Source: an optimization exercise on an open RTL-to-GDS flow (aim: small area, a short achievable clock period and few clock cycles per item). Production flows keep margins and buffers that such runs may drop.
In this exercise RTL edits were held to simulation tests only and were not proved equivalent to the original.
Treat power and IR drop as tool artefacts here; the default activity estimate runs too high for this design.

==> inputs of run M <==
// tilt_deadband_display_mapper_unit
module tilt_deadband_display_mapper_unit (
  input  logic                             clk,
  input  logic                             rst,
  input  logic                             sample_valid,
  output logic                             sample_ready,
  input  logic signed [tddm_pkg::IN_W-1:0] sample_accel_x,
  input  logic signed [tddm_pkg::IN_W-1:0] sample_accel_y,
  input  logic signed [tddm_pkg::IN_W-1:0] sample_accel_z,
  input  logic signed [tddm_pkg::IN_W-1:0] sample_gyro_x,
  input  logic signed [tddm_pkg::IN_W-1:0] sample_gyro_y,
  input  logic signed [tddm_pkg::IN_W-1:0] sample_gyro_z,
  output logic                             result_valid,
  input  logic                             result_ready,
  output logic                             result_update,
  output logic [tddm_pkg::COL_W-1:0]       result_bar_end_x,
  output logic [tddm_pkg::COL_W-1:0]       result_bar_end_y,
  output logic [tddm_pkg::COL_W-1:0]       result_bar_end_z,
  output logic [tddm_pkg::COL_W-1:0]       result_roll_marker_col,
  output logic [tddm_pkg::ROW_W-1:0]       result_pitch_marker_row,
  output logic signed [tddm_pkg::ROLL_W-1:0]  result_roll_angle,
  output logic signed [tddm_pkg::PITCH_W-1:0] result_pitch_angle,
  input  logic                             psel,
  input  logic                             penable,
  input  logic                             pwrite,
  input  logic [tddm_pkg::PADDR_W-1:0]     paddr,
  input  logic [tddm_pkg::PDATA_W-1:0]     pwdata,
  output logic [tddm_pkg::PDATA_W-1:0]     prdata,
  output logic                             pready
);
Settings: LEC_CHECK=0, ABC_AREA=1, CAP_MARGIN=20, CORE_MARGIN=2, CORE_UTILIZATION=55, SETUP_SLACK_MARGIN=5, SLEW_MARGIN=20; clock period 11.0 ns.
run.sh (not shown) runs the stock make flow with config.mk's settings and CLKGATE_MAP_FILE= SYNTH_SCRIPT=/design/flow/synth_recipe.tcl, a recipe that flattens the netlist after the stock synthesis.
==> inputs of run P, as changes to run M <==
--- a/flow/design.v
+++ b/flow/design.v
@@ -145,10 +145,17 @@
   logic upd;
   logic v_m, mp_upd;
   logic signed [23:0] mp_bx, mp_by, mp_bz;
   logic signed [25:0] mp_col;
   logic signed [24:0] mp_row;
+  logic signed [23:0] pr_bx, pr_by, pr_bz;
+  logic signed [25:0] pr_col;
+  logic signed [24:0] pr_row;
+  logic signed [8:0] mh_bx, mh_by, mh_bz;
+  logic signed [11:0] mh_col;
+  logic signed [10:0] mh_row;
+  logic mz_bx, mz_by, mz_bz, mz_col, mz_row;
   logic signed [14:0] mp_roll;
   logic signed [13:0] mp_pitch;
   logic [0:0] rspec_1;
   logic [1:0] rspc_2;
   logic signed [16:0] rx17_3;
@@ -860,10 +867,19 @@
     vv = 26'(ctr) + q;
     if (vv < 26'(lo)) vv = 26'(lo);
     else if (vv > 26'(hi)) vv = 26'(hi);
     map_pos = vv[6:0];
   endfunction
+  function automatic logic [6:0] map_hq(input logic signed [11:0] h, input logic nz,
+                                        input int ctr, input int lo, input int hi);
+    logic signed [13:0] q, vv;
+    q = 14'(h) + (((h < 0) && nz) ? 14'sd1 : 14'sd0);
+    vv = 14'(ctr) + q;
+    if (vv < 14'(lo)) vv = 14'(lo);
+    else if (vv > 14'(hi)) vv = 14'(hi);
+    map_hq = vv[6:0];
+  endfunction
   assign pready = 1'b1;
   assign adv = !res_valid || result_ready;
   assign sample_ready = adv;
   always_comb begin
     case (paddr[4:2])
@@ -1275,11 +1291,12 @@
         endcase
       end
       if (adv) begin
         v         <= {v[21:0], sample_valid};
         v_d       <= v[22];
-        res_valid <= v_d;
+        v_m       <= v_d;
+        res_valid <= v_m;
         if (v[22] && upd) begin
           prev_gyro_x <= gx_q22;
           prev_gyro_y <= gy_q22;
           prev_gyro_z <= gz_q22;
           prev_roll   <= rnew_q22;
@@ -1634,27 +1651,37 @@
       pd14_q22 <= pd14_345;
       pd15_q22 <= pd15_350;
       pzacc_q22 <= pzacc_355;
       upd_d      <= upd;
       mp_upd     <= upd_d;
-      mp_bx      <= 24'($signed(prev_gyro_x) * $signed({1'b0, bar_half_width}));
-      mp_by      <= 24'($signed(prev_gyro_y) * $signed({1'b0, bar_half_width}));
-      mp_bz      <= 24'($signed(prev_gyro_z) * $signed({1'b0, bar_half_width}));
-      mp_col     <= 26'($signed(prev_roll) * $signed({1'b0, roll_gain}));
-      mp_row     <= 25'($signed(prev_pitch) * $signed({1'b0, pitch_gain}));
+      mh_bx      <= pr_bx[23:15];
+      mh_by      <= pr_by[23:15];
+      mh_bz      <= pr_bz[23:15];
+      mh_col     <= pr_col[25:14];
+      mh_row     <= pr_row[24:14];
+      mz_bx      <= |pr_bx[14:0];
+      mz_by      <= |pr_by[14:0];
+      mz_bz      <= |pr_bz[14:0];
+      mz_col     <= |pr_col[13:0];
+      mz_row     <= |pr_row[13:0];
       mp_roll    <= prev_roll;
       mp_pitch   <= prev_pitch;
+      out_update <= mp_upd;
+      out_bar_x  <= map_hq(12'(mh_bx), mz_bx, 64, 0, 127);
+      out_bar_y  <= map_hq(12'(mh_by), mz_by, 64, 0, 127);
+      out_bar_z  <= map_hq(12'(mh_bz), mz_bz, 64, 0, 127);
+      out_col    <= map_hq(mh_col, mz_col, 64, 0, 127);
+      out_row    <= 6'(map_hq(12'(mh_row), mz_row, 55, 43, 63));
+      out_roll   <= mp_roll;
+      out_pitch  <= mp_pitch;
     end
   end
-  assign out_update = mp_upd;
-  assign out_bar_x  = map_pos(26'(mp_bx), 15, 64, 0, 127);
-  assign out_bar_y  = map_pos(26'(mp_by), 15, 64, 0, 127);
-  assign out_bar_z  = map_pos(26'(mp_bz), 15, 64, 0, 127);
-  assign out_col    = map_pos(mp_col, 14, 64, 0, 127);
-  assign out_row    = 6'(map_pos(26'(mp_row), 14, 55, 43, 63));
-  assign out_roll   = mp_roll;
-  assign out_pitch  = mp_pitch;
+  assign pr_bx  = 24'($signed(prev_gyro_x) * $signed({1'b0, bar_half_width}));
+  assign pr_by  = 24'($signed(prev_gyro_y) * $signed({1'b0, bar_half_width}));
+  assign pr_bz  = 24'($signed(prev_gyro_z) * $signed({1'b0, bar_half_width}));
+  assign pr_col = 26'($signed(prev_roll) * $signed({1'b0, roll_gain}));
+  assign pr_row = 25'($signed(prev_pitch) * $signed({1'b0, pitch_gain}));
   assign result_valid            = res_valid;
   assign result_update           = out_update;
   assign result_bar_end_x        = out_bar_x;
   assign result_bar_end_y        = out_bar_y;
   assign result_bar_end_z        = out_bar_z;
- CORE_UTILIZATION: 55 -> 40
==> inputs of run E, as changes to run M <==
- CORE_UTILIZATION: 55 -> 40
- SETUP_SLACK_MARGIN: 5 -> unset
==> comparison <==
In run E the synthesized cell count is larger than in run P, by about 0.5%.
Combinational power: run P > run M > run E.
In run E the final cell count is larger than in run M, by 5.1%.
Worst setup slack: run P > run M > run E.
Via count: run P > run M > run E.
Run M finished with timing, DRC and antenna clean. Run P completed with no timing, DRC or antenna violations. Run E went through all stages and came out clean.
Critical path depth, lowest first: run P, run E, run M.
In run P the design area is higher than in run E, by 2.3%.
==> figures <==
Power drawn by the clock network: run E 13.3 mW; run M 13.2 mW; run P 13.5 mW
Top routing layer used: run E met4; run M met4; run P met5
DR WL met2: run E 321000 µm; run M 317000 µm; run P 340000 µm
VDD IR max: run E 0.00111 V; run M 0.00135 V; run P 0.000975 V
Flop-to-flop setup slack: run E 3.68 ns; run M 4.96 ns; run P 5.03 ns
Post-detailed-route wirelength per cell: run E 17.3 µm; run M 18.3 µm; run P 18.3 µm
Run status: run E complete, no violations; run M complete, no violations; run P complete, no violations
Die width: run E 832 µm; run M 710 µm; run P 829 µm
Violation count after the first detailed-routing iteration: run E 12.7k; run M 13.4k; run P 13.3k
Placed Instance Area: run E 286000 µm²; run M 283000 µm²; run P 285000 µm²
Fraction of synthesized cell area in xor and xnor cells: run E 0.104; run M 0.104; run P 0.104
Tap cell count: run E 8997; run M 6655; run P 8997
HP Start: run E gx_q12[15]$_DFFE_PP_; run M R_q2[0]$_DFFE_PP_; run P gx_q13[7]$_DFFE_PP_
Post-CTS Resized: run E 0; run M 673; run P 405
Sequential cells: run E 3545; run M 3545; run P 3542
Testbench counts of run M, summed over its fixed seeds: cycles 2,120, items 1,920.
Testbench counts of run P, summed over its fixed seeds: cycles 2,128, items 1,920.
Testbench counts of run E, summed over its fixed seeds: cycles 2,120, items 1,920.

re-timing with driven ports:
Ports are ideal in the flow. The routed layouts listed here were re-timed in OpenROAD. Step 1 assumes that a clkbuf_16 drives the clock port and a buf_2 every other input. Step 2 moves the port delays by t, midway between the first and last clock arrival at a register: inputs arrive t later, outputs are due t later. That takes back most of the time a late clock gives input paths. a / b / c = no drivers / after step 1 / after step 2; a / b = the first two.
run	t (ns)	setup slack, ns	clock arrival spread, ns	worst data-port slew with drivers (ns)
run M	1.112	4.425 / 4.297 / 4.347	0.104 / 0.104	0.18
run P	1.127	5.025 / 5.001 / 4.305	0.067 / 0.066	0.09
run E	1.138	2.964 / 2.817 / 3.679	0.135 / 0.136	0.13
After both steps every run listed still meets setup and hold. For run P, which loses most, drivers alone change the setup slack by -0.024 ns; drivers and shift together by -0.720 ns.
